What follows belongs to an exercise in optimizing a design on an open flow for small area; a production flow would make more cautious choices.
RTL that was checked went through simulation tests only; none was proved equivalent to the original.
Power figures rest on the tool's default switching activity, not on a simulated workload. The clock port is modelled as an ideal driver; clocking choices that lean on that would not hold on a real chip.

==> inputs of 09-08 <==
==> flow/design.v <==
module ecc_input_loader #(
   parameter  int DATA_W  = 64,
   localparam int N_WORDS = 768 / DATA_W
) (
   input  logic              i_clk,
   input  logic              i_rst_n,
   input  logic              i_in_valid,
   output logic              o_in_ready,
   input  logic [DATA_W-1:0] i_in_data,
   output logic              o_start,
   input  logic              i_core_ack,
   input  logic              i_core_done,
   output logic [255:0]      o_scalar,
   output logic [255:0]      o_px,
   output logic [255:0]      o_py
   ,
   output logic              o_range_err
);
   logic       busy;
   logic [3:0] cnt;
   logic       accept;
   logic       last_word;
   assign accept    = i_in_valid & o_in_ready;
   assign last_word = accept & (cnt == 4'd11);
   always_ff @(posedge i_clk or negedge i_rst_n) begin
      if (!i_rst_n) begin
         o_in_ready <= 1'b0;
         o_start    <= 1'b0;
         busy       <= 1'b0;
      end else begin
         o_in_ready <= (o_in_ready & ~last_word) | (busy & i_core_done) |
                       (~o_in_ready & ~o_start & ~busy);
         o_start    <= (o_in_ready & last_word) | (o_start & ~i_core_ack);
         busy       <= (o_start & i_core_ack) | (busy & ~i_core_done);
      end
   end
   always_ff @(posedge i_clk) begin
      if (!o_in_ready) cnt <= 4'd0;
      else if (accept) cnt <= cnt + 4'd1;
   end
   always_ff @(posedge i_clk) begin
      if (accept) {o_scalar, o_px, o_py} <= {o_scalar[255-DATA_W:0], o_px, o_py, i_in_data};
   end
   logic r_all;    
   logic r_err;
   logic d_mid;    
   assign d_mid = &i_in_data[62:5];
   always_ff @(posedge i_clk) begin
      if (accept) begin
         if (cnt[3:2] == 2'b00) begin
            r_err <= 1'b0;
         end else if (cnt[1:0] == 2'b00) begin
            r_err <= r_err | i_in_data[63];
            r_all <= d_mid & (&i_in_data[4:0]);
         end else if (cnt[1:0] == 2'b11) begin
            r_err <= r_err | (r_all & i_in_data[63] & d_mid & (i_in_data[4:0] >= 5'd13));
         end else begin
            r_all <= r_all & i_in_data[63] & d_mid & (&i_in_data[4:0]);
         end
      end
   end
   assign o_range_err = r_err;
endmodule
==> flow/flow/run.sh <==
#!/bin/bash
# Standard ORFS layout, with the port buffers made from the smallest buffer
# (buf_1) and pins allowed on every routing track of the die edge.
set -euo pipefail
export BUFFER_PORTS_ARGS="-buffer_cell sky130_fd_sc_hd__buf_1"
export PLACE_PINS_ARGS="-min_distance 1 -min_distance_in_tracks"
bash standard.sh finish > run_standard.log 2>&1
==> flow/standard.sh <==
#!/bin/bash
# synth_recipe.tcl (not shown) runs the flow's synth.tcl, then flattens the netlist and writes it again
# the make line also repeats each setting of config.mk as NAME=value (left out here)
make -C /OpenROAD-flow-scripts/flow DESIGN_CONFIG=/design/flow/config.mk WORK_HOME=/design/flow/orfs CLKGATE_MAP_FILE= SYNTH_SCRIPT=/design/flow/synth_recipe.tcl "${@:-finish}"
==> flow/config.mk <==
export PLATFORM = sky130hd
export DESIGN_NAME = ecc_input_loader
export DESIGN_NICKNAME = ecc_input_loader
export VERILOG_FILES = /design/flow/design.v
export SDC_FILE = /design/flow/constraint.sdc
export NUM_CORES = 4
export LEC_CHECK = 0
export ABC_AREA = 1
export CAP_MARGIN = 0
export CORE_MARGIN = 2
export CORE_UTILIZATION = 50
export CTS_BUF_LIST = sky130_fd_sc_hd__clkbuf_8
export CTS_CLUSTER_DIAMETER = 40
export CTS_CLUSTER_SIZE = 18
export SLEW_MARGIN = 0
==> flow/constraint.sdc <==
create_clock -name core_clock -period 5.0 [get_ports {i_clk}]
set_input_delay 1.0000 -clock core_clock [delete_from_list [all_inputs] [get_ports {i_clk}]]
set_output_delay 1.0000 -clock core_clock [all_outputs]
set_load 0.01 [all_outputs]
==> inputs of 11-12, as changes to 09-08 <==
==> flow/design.v (replaced) <==
module ecc_input_loader #(
   parameter  int DATA_W  = 64,
   localparam int N_WORDS = 768 / DATA_W
) (
   input  logic              i_clk,
   input  logic              i_rst_n,
   input  logic              i_in_valid,
   output logic              o_in_ready,
   input  logic [DATA_W-1:0] i_in_data,
   output logic              o_start,
   input  logic              i_core_ack,
   input  logic              i_core_done,
   output logic [255:0]      o_scalar,
   output logic [255:0]      o_px,
   output logic [255:0]      o_py
   ,
   output logic              o_range_err
);
   localparam logic [3:0] S_START = 4'd12;
   localparam logic [3:0] S_BUSY  = 4'd13;
   localparam logic [3:0] S_RST   = 4'd15;
   logic [3:0] s;
   logic       accept;
   assign o_in_ready = ~(s[3] & s[2]);
   assign o_start    = (s == S_START);
   assign accept     = i_in_valid & o_in_ready;
   always_ff @(posedge i_clk or negedge i_rst_n) begin
      if (!i_rst_n) begin
         s <= S_RST;
      end else if ((s == S_BUSY && i_core_done) || s == S_RST || s == 4'd14) begin
         s <= 4'd0;
      end else if (accept || (o_start && i_core_ack)) begin
         s <= s + 4'd1;
      end
   end
   always_ff @(posedge i_clk) begin
      if (accept) {o_scalar, o_px, o_py} <= {o_scalar[255-DATA_W:0], o_px, o_py, i_in_data};
   end
   logic r_all;    
   logic r_err;
   logic d_mid;    
   assign d_mid = &i_in_data[62:5];
   always_ff @(posedge i_clk) begin
      if (accept) begin
         if (s[3:2] == 2'b00) begin
            r_err <= 1'b0;
         end else if (s[1:0] == 2'b00) begin
            r_err <= r_err | i_in_data[63];
            r_all <= d_mid & (&i_in_data[4:0]);
         end else if (s[1:0] == 2'b11) begin
            r_err <= r_err | (r_all & i_in_data[63] & d_mid & (i_in_data[4:0] >= 5'd13));
         end else begin
            r_all <= r_all & i_in_data[63] & d_mid & (&i_in_data[4:0]);
         end
      end
   end
   assign o_range_err = r_err;
endmodule
==> flow/flow/run.sh (replaced) <==
#!/bin/bash
# Standard ORFS layout, with the port buffers made from the smallest buffer
# (buf_1), pins allowed on every routing track of the die edge, and clock tree
# synthesis without dummy loads.
set -euo pipefail
export BUFFER_PORTS_ARGS="-buffer_cell sky130_fd_sc_hd__buf_1"
export PLACE_PINS_ARGS="-min_distance 1 -min_distance_in_tracks"
export CTS_ARGS="-sink_clustering_enable -repair_clock_nets -dont_use_dummy_load -sink_clustering_size 30 -sink_clustering_max_diameter 100 -buf_list sky130_fd_sc_hd__clkbuf_16"
bash standard.sh finish > run_standard.log 2>&1
==> flow/config.mk (replaced) <==
export PLATFORM = sky130hd
export DESIGN_NAME = ecc_input_loader
export DESIGN_NICKNAME = ecc_input_loader
export VERILOG_FILES = /design/flow/design.v
export SDC_FILE = /design/flow/constraint.sdc
export NUM_CORES = 4
export LEC_CHECK = 0
export CAP_MARGIN = 20
export CORE_MARGIN = 2
export CORE_UTILIZATION = 70
export CTS_BUF_LIST = sky130_fd_sc_hd__clkbuf_8
export CTS_CLUSTER_DIAMETER = 100
export CTS_CLUSTER_SIZE = 19
export SLEW_MARGIN = 20
==> inputs of 10-25, as changes to 09-08 <==
==> flow/config.mk (replaced) <==
export PLATFORM = sky130hd
export DESIGN_NAME = ecc_input_loader
export DESIGN_NICKNAME = ecc_input_loader
export VERILOG_FILES = /design/flow/design.v
export SDC_FILE = /design/flow/constraint.sdc
export NUM_CORES = 4
export LEC_CHECK = 0
export CAP_MARGIN = 20
export CORE_MARGIN = 2
export CORE_UTILIZATION = 70
export CTS_BUF_LIST = sky130_fd_sc_hd__clkbuf_4
export SLEW_MARGIN = 20
==> inputs of 03-04, as changes to 09-08 <==
==> flow/run.sh (new file) <==
#!/bin/bash
# synth_recipe.tcl (not shown) runs the flow's synth.tcl, then flattens the netlist and writes it again
# the make line also repeats each setting of config.mk as NAME=value (left out here)
make -C /OpenROAD-flow-scripts/flow DESIGN_CONFIG=/design/flow/config.mk WORK_HOME=/design/flow/orfs CLKGATE_MAP_FILE= SYNTH_SCRIPT=/design/flow/synth_recipe.tcl finish
==> flow/config.mk (replaced) <==
export PLATFORM = sky130hd
export DESIGN_NAME = ecc_input_loader
export DESIGN_NICKNAME = ecc_input_loader
export VERILOG_FILES = /design/flow/design.v
export SDC_FILE = /design/flow/constraint.sdc
export NUM_CORES = 4
export LEC_CHECK = 0
export CAP_MARGIN = 20
export CORE_MARGIN = 2
export CORE_UTILIZATION = 65
export CTS_BUF_LIST = sky130_fd_sc_hd__clkbuf_4
export SLEW_MARGIN = 20
removed: flow/flow/run.sh
removed: flow/standard.sh
==> comparison table <==
item                                                                   10-25                       11-12                      03-04                                        09-08
Status                                      no timing/DRC/antenna violations  no timing/DRC/antenna violations  aborted with a tool error             no timing/DRC/antenna violations
Stage where the flow stopped                                               -                           -          I/O pin placement                                            -
Filler cells                                                            1234                        1471                          -                                         3373
Final-report hold violation count                                          0                           0                          -                                            0
Via count of the first global-routing pass                             13400                       12100                          -                                        12500
Sequential element share of the synthesized area                       98.4%                       98.2%                      98.4%                                        97.9%
Met2 usage                                                             53.7%                       50.5%                          -                                        37.4%
Synth Net Count                                                          908                         910                        908                                          951
Design area                                                        29900 um2                   28200 um2                          -                                    29900 um2
Maximum number of buffers from clock root to sink                          3                           3                          -                                            3
HP Class                                           primary input to register        register to register                          -  primary input to asynchronous set/reset pin
Clock root cell                                    sky130_fd_sc_hd__clkbuf_4  sky130_fd_sc_hd__clkbuf_16                          -                    sky130_fd_sc_hd__clkbuf_8
Placed instance area                                               27600 um2                   27500 um2                          -                                    27800 um2
Count of clock-net buffers in the final layout                           264                          29                          -                                           95
Critical path arrival                                                1.71 ns                     1.94 ns                          -                                      2.89 ns
Only the layout flow was run in 11-12; the RTL was not checked for function there.

* * *

==> inputs of wip/indigo <==
Another version of the RTL of ecc_input_loader (not shown whole).
==> module ecc_input_loader, before the edit <==
module ecc_input_loader #(
   parameter  int DATA_W  = 64,
   localparam int N_WORDS = 768 / DATA_W
) (
   input  logic              i_clk,
   input  logic              i_rst_n,
   input  logic              i_in_valid,
   output logic              o_in_ready,
   input  logic [DATA_W-1:0] i_in_data,
   output logic              o_start,
   input  logic              i_core_ack,
   input  logic              i_core_done,
   output logic [255:0]      o_scalar,
   output logic [255:0]      o_px,
   output logic [255:0]      o_py
   ,
   output logic              o_range_err
);
   localparam logic [3:0] S_START = 4'd12;
   localparam logic [3:0] S_BUSY  = 4'd13;
   localparam logic [3:0] S_RST   = 4'd15;
   logic [3:0] s;
   logic       accept;
   assign o_in_ready = ~(s[3] & s[2]);
   assign o_start    = (s == S_START);
   assign accept     = i_in_valid & o_in_ready;
   always_ff @(posedge i_clk or negedge i_rst_n) begin
      if (!i_rst_n) begin
         s <= S_RST;
      end else if ((s == S_BUSY && i_core_done) || s == S_RST || s == 4'd14) begin
         s <= 4'd0;
      end else if (accept || (o_start && i_core_ack)) begin
         s <= s + 4'd1;
      end
   end
   always_ff @(posedge i_clk) begin
      if (accept) {o_scalar, o_px, o_py} <= {o_scalar[255-DATA_W:0], o_px, o_py, i_in_data};
   end
   logic r_all;    
   logic r_err;
   logic d_mid;    
   assign d_mid = &i_in_data[62:5];
   logic w_scalar, w_first, w_last;    
   assign w_scalar = ~(s[3] | s[2]);
   assign w_first  = ~(s[1] | s[0]);
   assign w_last   = s[1] & s[0];
   always_ff @(posedge i_clk) begin
      if (accept) begin
         r_all <= (w_first | r_all) & (w_first | i_in_data[63]) & d_mid & (&i_in_data[4:0]);
         r_err <= ~w_scalar & (r_err | (w_first & i_in_data[63]) |
                               (w_last & r_all & i_in_data[63] & d_mid & (i_in_data[4:0] >= 5'd13)));
      end
   end
   assign o_range_err = r_err;
endmodule
==> flow/config.mk <==
export PLATFORM = sky130hd
export DESIGN_NAME = ecc_input_loader
export DESIGN_NICKNAME = ecc_input_loader
export VERILOG_FILES = /design/flow/design.v
export SDC_FILE = /design/flow/constraint.sdc
export NUM_CORES = 4
export LEC_CHECK = 0
export CAP_MARGIN = 20
export CORE_MARGIN = 2
export CORE_UTILIZATION = 70
export CTS_BUF_LIST = sky130_fd_sc_hd__clkbuf_8
export CTS_CLUSTER_DIAMETER = 80
export CTS_CLUSTER_SIZE = 20
export GPL_TIMING_DRIVEN = 0
export SLEW_MARGIN = 20
==> flow/constraint.sdc <==
create_clock -name core_clock -period 5.0 [get_ports {i_clk}]
set_input_delay 1.0000 -clock core_clock [delete_from_list [all_inputs] [get_ports {i_clk}]]
set_output_delay 1.0000 -clock core_clock [all_outputs]
set_load 0.01 [all_outputs]
standard.sh (not shown) runs the stock make flow with config.mk's settings and CLKGATE_MAP_FILE= SYNTH_SCRIPT=/design/flow/synth_recipe.tcl, a recipe that flattens the netlist after the stock synthesis.
==> flow/flow/run.sh <==
#!/bin/bash
# Standard ORFS layout, with the port buffers made from the smallest buffer
# (buf_1), pins allowed on every routing track of the die edge, and clock tree
# synthesis without dummy loads.
set -euo pipefail
export BUFFER_PORTS_ARGS="-buffer_cell sky130_fd_sc_hd__buf_1"
export PLACE_PINS_ARGS="-min_distance 1 -min_distance_in_tracks"
export CTS_ARGS="-sink_clustering_enable -repair_clock_nets -dont_use_dummy_load -sink_clustering_size 20 -sink_clustering_max_diameter 80 -buf_list sky130_fd_sc_hd__clkbuf_8"
bash standard.sh finish > run_standard.log 2>&1
==> wip/harbor: changes against wip/indigo <==
==> flow/design.v (replaced) <==
module ecc_input_loader #(
   parameter  int DATA_W  = 64,
   localparam int N_WORDS = 768 / DATA_W
) (
   input  logic              i_clk,
   input  logic              i_rst_n,
   input  logic              i_in_valid,
   output logic              o_in_ready,
   input  logic [DATA_W-1:0] i_in_data,
   output logic              o_start,
   input  logic              i_core_ack,
   input  logic              i_core_done,
   output logic [255:0]      o_scalar,
   output logic [255:0]      o_px,
   output logic [255:0]      o_py
   ,
   output logic              o_range_err
);
   logic       busy;
   logic [3:0] cnt;
   logic       accept;
   logic       last_word;
   assign accept    = i_in_valid & o_in_ready;
   assign last_word = accept & (cnt == 4'd11);
   always_ff @(posedge i_clk or negedge i_rst_n) begin
      if (!i_rst_n) begin
         o_in_ready <= 1'b0;
         o_start    <= 1'b0;
         busy       <= 1'b0;
      end else begin
         o_in_ready <= (o_in_ready & ~last_word) | (busy & i_core_done) |
                       (~o_in_ready & ~o_start & ~busy);
         o_start    <= (o_in_ready & last_word) | (o_start & ~i_core_ack);
         busy       <= (o_start & i_core_ack) | (busy & ~i_core_done);
      end
   end
   always_ff @(posedge i_clk) begin
      if (!o_in_ready) cnt <= 4'd0;
      else if (accept) cnt <= cnt + 4'd1;
   end
   always_ff @(posedge i_clk) begin
      if (accept) {o_scalar, o_px, o_py} <= {o_scalar[255-DATA_W:0], o_px, o_py, i_in_data};
   end
   logic r_all;    
   logic r_err;
   logic d_mid;    
   assign d_mid = &i_in_data[62:5];
   always_ff @(posedge i_clk) begin
      if (accept) begin
         if (cnt[3:2] == 2'b00) begin
            r_err <= 1'b0;
         end else if (cnt[1:0] == 2'b00) begin
            r_err <= r_err | i_in_data[63];
            r_all <= d_mid & (&i_in_data[4:0]);
         end else if (cnt[1:0] == 2'b11) begin
            r_err <= r_err | (r_all & i_in_data[63] & d_mid & (i_in_data[4:0] >= 5'd13));
         end else begin
            r_all <= r_all & i_in_data[63] & d_mid & (&i_in_data[4:0]);
         end
      end
   end
   assign o_range_err = r_err;
endmodule
==> flow/flow/run.sh (replaced) <==
#!/bin/bash
# Standard ORFS layout, with the port buffers made from the smallest buffer
# (buf_1) and pins allowed on every routing track of the die edge.
set -euo pipefail
export BUFFER_PORTS_ARGS="-buffer_cell sky130_fd_sc_hd__buf_1"
export PLACE_PINS_ARGS="-min_distance 1 -min_distance_in_tracks"
bash standard.sh finish > run_standard.log 2>&1
Settings changed: CTS_CLUSTER_DIAMETER 80 to 100, CTS_CLUSTER_SIZE 20 to 19, GPL_TIMING_DRIVEN 0 to not set.
==> wip/cedar: changes against wip/indigo <==
==> flow/design.v (replaced) <==
module ecc_input_loader #(
   parameter  int DATA_W  = 64,
   localparam int N_WORDS = 768 / DATA_W
) (
   input  logic              i_clk,
   input  logic              i_rst_n,
   input  logic              i_in_valid,
   output logic              o_in_ready,
   input  logic [DATA_W-1:0] i_in_data,
   output logic              o_start,
   input  logic              i_core_ack,
   input  logic              i_core_done,
   output logic [255:0]      o_scalar,
   output logic [255:0]      o_px,
   output logic [255:0]      o_py
   ,
   output logic              o_range_err
);
   logic       busy;
   logic [3:0] cnt;
   logic       accept;
   logic       last_word;
   assign accept    = i_in_valid & o_in_ready;
   assign last_word = accept & (cnt == 4'd11);
   always_ff @(posedge i_clk or negedge i_rst_n) begin
      if (!i_rst_n) begin
         o_in_ready <= 1'b0;
         o_start    <= 1'b0;
         busy       <= 1'b0;
      end else begin
         o_in_ready <= (o_in_ready & ~last_word) | (busy & i_core_done) |
                       (~o_in_ready & ~o_start & ~busy);
         o_start    <= (o_in_ready & last_word) | (o_start & ~i_core_ack);
         busy       <= (o_start & i_core_ack) | (busy & ~i_core_done);
      end
   end
   always_ff @(posedge i_clk) begin
      if (!o_in_ready) cnt <= 4'd0;
      else if (accept) cnt <= cnt + 4'd1;
   end
   always_ff @(posedge i_clk) begin
      if (accept) {o_scalar, o_px, o_py} <= {o_scalar[255-DATA_W:0], o_px, o_py, i_in_data};
   end
   logic r_all;    
   logic r_err;
   logic d_mid;    
   assign d_mid = &i_in_data[62:5];
   always_ff @(posedge i_clk) begin
      if (accept) begin
         if (cnt[3:2] == 2'b00) begin
            r_err <= 1'b0;
         end else if (cnt[1:0] == 2'b00) begin
            r_err <= r_err | i_in_data[63];
            r_all <= d_mid & (&i_in_data[4:0]);
         end else if (cnt[1:0] == 2'b11) begin
            r_err <= r_err | (r_all & i_in_data[63] & d_mid & (i_in_data[4:0] >= 5'd13));
         end else begin
            r_all <= r_all & i_in_data[63] & d_mid & (&i_in_data[4:0]);
         end
      end
   end
   assign o_range_err = r_err;
endmodule
==> flow/flow/run.sh (replaced) <==
#!/bin/bash
# Standard ORFS layout, with the port buffers made from the smallest buffer
# (buf_1) instead of the resizer's default choice.
set -euo pipefail
export BUFFER_PORTS_ARGS="-buffer_cell sky130_fd_sc_hd__buf_1"
bash standard.sh finish > run_standard.log 2>&1
Settings changed: CORE_UTILIZATION 70 to 40, CTS_CLUSTER_DIAMETER 80 to 60, CTS_CLUSTER_SIZE 20 to 16, GPL_TIMING_DRIVEN 0 to not set.
==> wip/ember: changes against wip/indigo <==
--- a/flow/design.v
+++ b/flow/design.v
@@ -33,9 +33,12 @@
          s <= s + 4'd1;
       end
    end
+   logic [767:0] vec;
    always_ff @(posedge i_clk) begin
-      if (accept) {o_scalar, o_px, o_py} <= {o_scalar[255-DATA_W:0], o_px, o_py, i_in_data};
+      for (int k = 0; k < N_WORDS; k++)
+         if (accept && s == 4'(k)) vec[767 - DATA_W*k -: DATA_W] <= i_in_data;
    end
+   assign {o_scalar, o_px, o_py} = vec;
    logic r_all;    
    logic r_err;
    logic d_mid;    
Settings changed: CTS_CLUSTER_DIAMETER 80 to 100, CTS_CLUSTER_SIZE 20 to 19, GPL_TIMING_DRIVEN 0 to not set.
==> comparison table <==
Clk Latency, worst-skew pair: wip/harbor 0.61 ns; wip/indigo 0.61 ns; wip/cedar 0.67 ns; wip/ember 0.63 ns
Routed length on met3: wip/harbor 9050 um; wip/indigo 8160 um; wip/cedar 6550 um; wip/ember 10,600 um
Starting DRT DRC Count: wip/harbor 1,044; wip/indigo 1,021; wip/cedar 902; wip/ember 1,706
Standby leakage power: wip/harbor 9.19 nW; wip/indigo 9.13 nW; wip/cedar 9.31 nW; wip/ember 8.60 nW
Number of inserted filler cells in the final layout: wip/harbor 1,484; wip/indigo 1,524; wip/cedar 4,924; wip/ember 1,489
Outcome: wip/harbor no timing/DRC/antenna violations; wip/indigo no timing/DRC/antenna violations; wip/cedar no timing/DRC/antenna violations; wip/ember no timing/DRC/antenna violations
Starting density of the core: wip/harbor 0.709; wip/indigo 0.707; wip/cedar 0.403; wip/ember 0.708
Total of flip-flops plus latches after synthesis: wip/harbor 777; wip/indigo 774; wip/cedar 777; wip/ember 774
Total track usage: wip/harbor 0.318; wip/indigo 0.314; wip/cedar 0.204; wip/ember 0.378
Plain + repair buffers: wip/harbor 857; wip/indigo 853; wip/cedar 860; wip/ember 857
Maximum cell stage delay along the critical path: wip/harbor 0.59 ns; wip/indigo 0.57 ns; wip/cedar 0.94 ns; wip/ember 0.57 ns
Synth Area in Simple Gates: wip/harbor 0.00989; wip/indigo 0.00843; wip/cedar 0.00989; wip/ember 0.0119
Adder-cell area share of the yosys netlist: wip/harbor 0.00159; wip/indigo 0.00212; wip/cedar 0.00159; wip/ember 0.00211
Max Fanout on Critical Path: wip/harbor 8; wip/indigo 4; wip/cedar 2; wip/ember 5
Instance count of the mapped netlist: wip/harbor 836; wip/indigo 830; wip/cedar 836; wip/ember 851
Total power: wip/harbor 0.0159 W; wip/indigo 0.0140 W; wip/cedar 0.0164 W; wip/ember 0.0120 W
No functional check of the RTL was part of wip/ember.

[static timing again, ports no longer ideal]
In the flow no input, the clock included, has a driving cell. The finished layouts below were timed again as built, in two steps.
Step 1 sets driving cells, clkbuf_16 on the clock port and buf_2 on the other inputs (assumed; they add their load-dependent delay and slew).
Step 2 also shifts input and output timing later by t, the mid clock arrival at the registers, as if the neighbouring blocks saw the same clock.
Slacks: ideal / step 1 / step 2; pairs: ideal / step 1.
| run | t (ns) | setup slack, ns | clock arrival spread, ns |
|---|---|---|---|
| 09-08 | 0.720 | 2.486 / 2.486 / 1.856 | 0.041 / 0.042 |
| 11-12 | 0.637 | 2.062 / 2.009 / 1.826 | 0.026 / 0.026 |
| 10-25 | 0.874 | 2.293 / 2.246 / 2.035 | 0.050 / 0.050 |
| wip/indigo | 0.632 | 2.076 / 2.027 / 1.450 | 0.051 / 0.050 |
| wip/harbor | 0.646 | 2.485 / 2.431 / 1.837 | 0.042 / 0.042 |
| wip/cedar | 0.712 | 2.428 / 2.410 / 1.748 | 0.048 / 0.048 |
| wip/ember | 0.651 | 2.067 / 2.019 / 1.849 | 0.057 / 0.057 |
After both steps every run listed still meets setup and hold. The setup slack of wip/cedar, which loses most, moves by -0.018 ns with the drivers and by -0.680 ns with both steps.
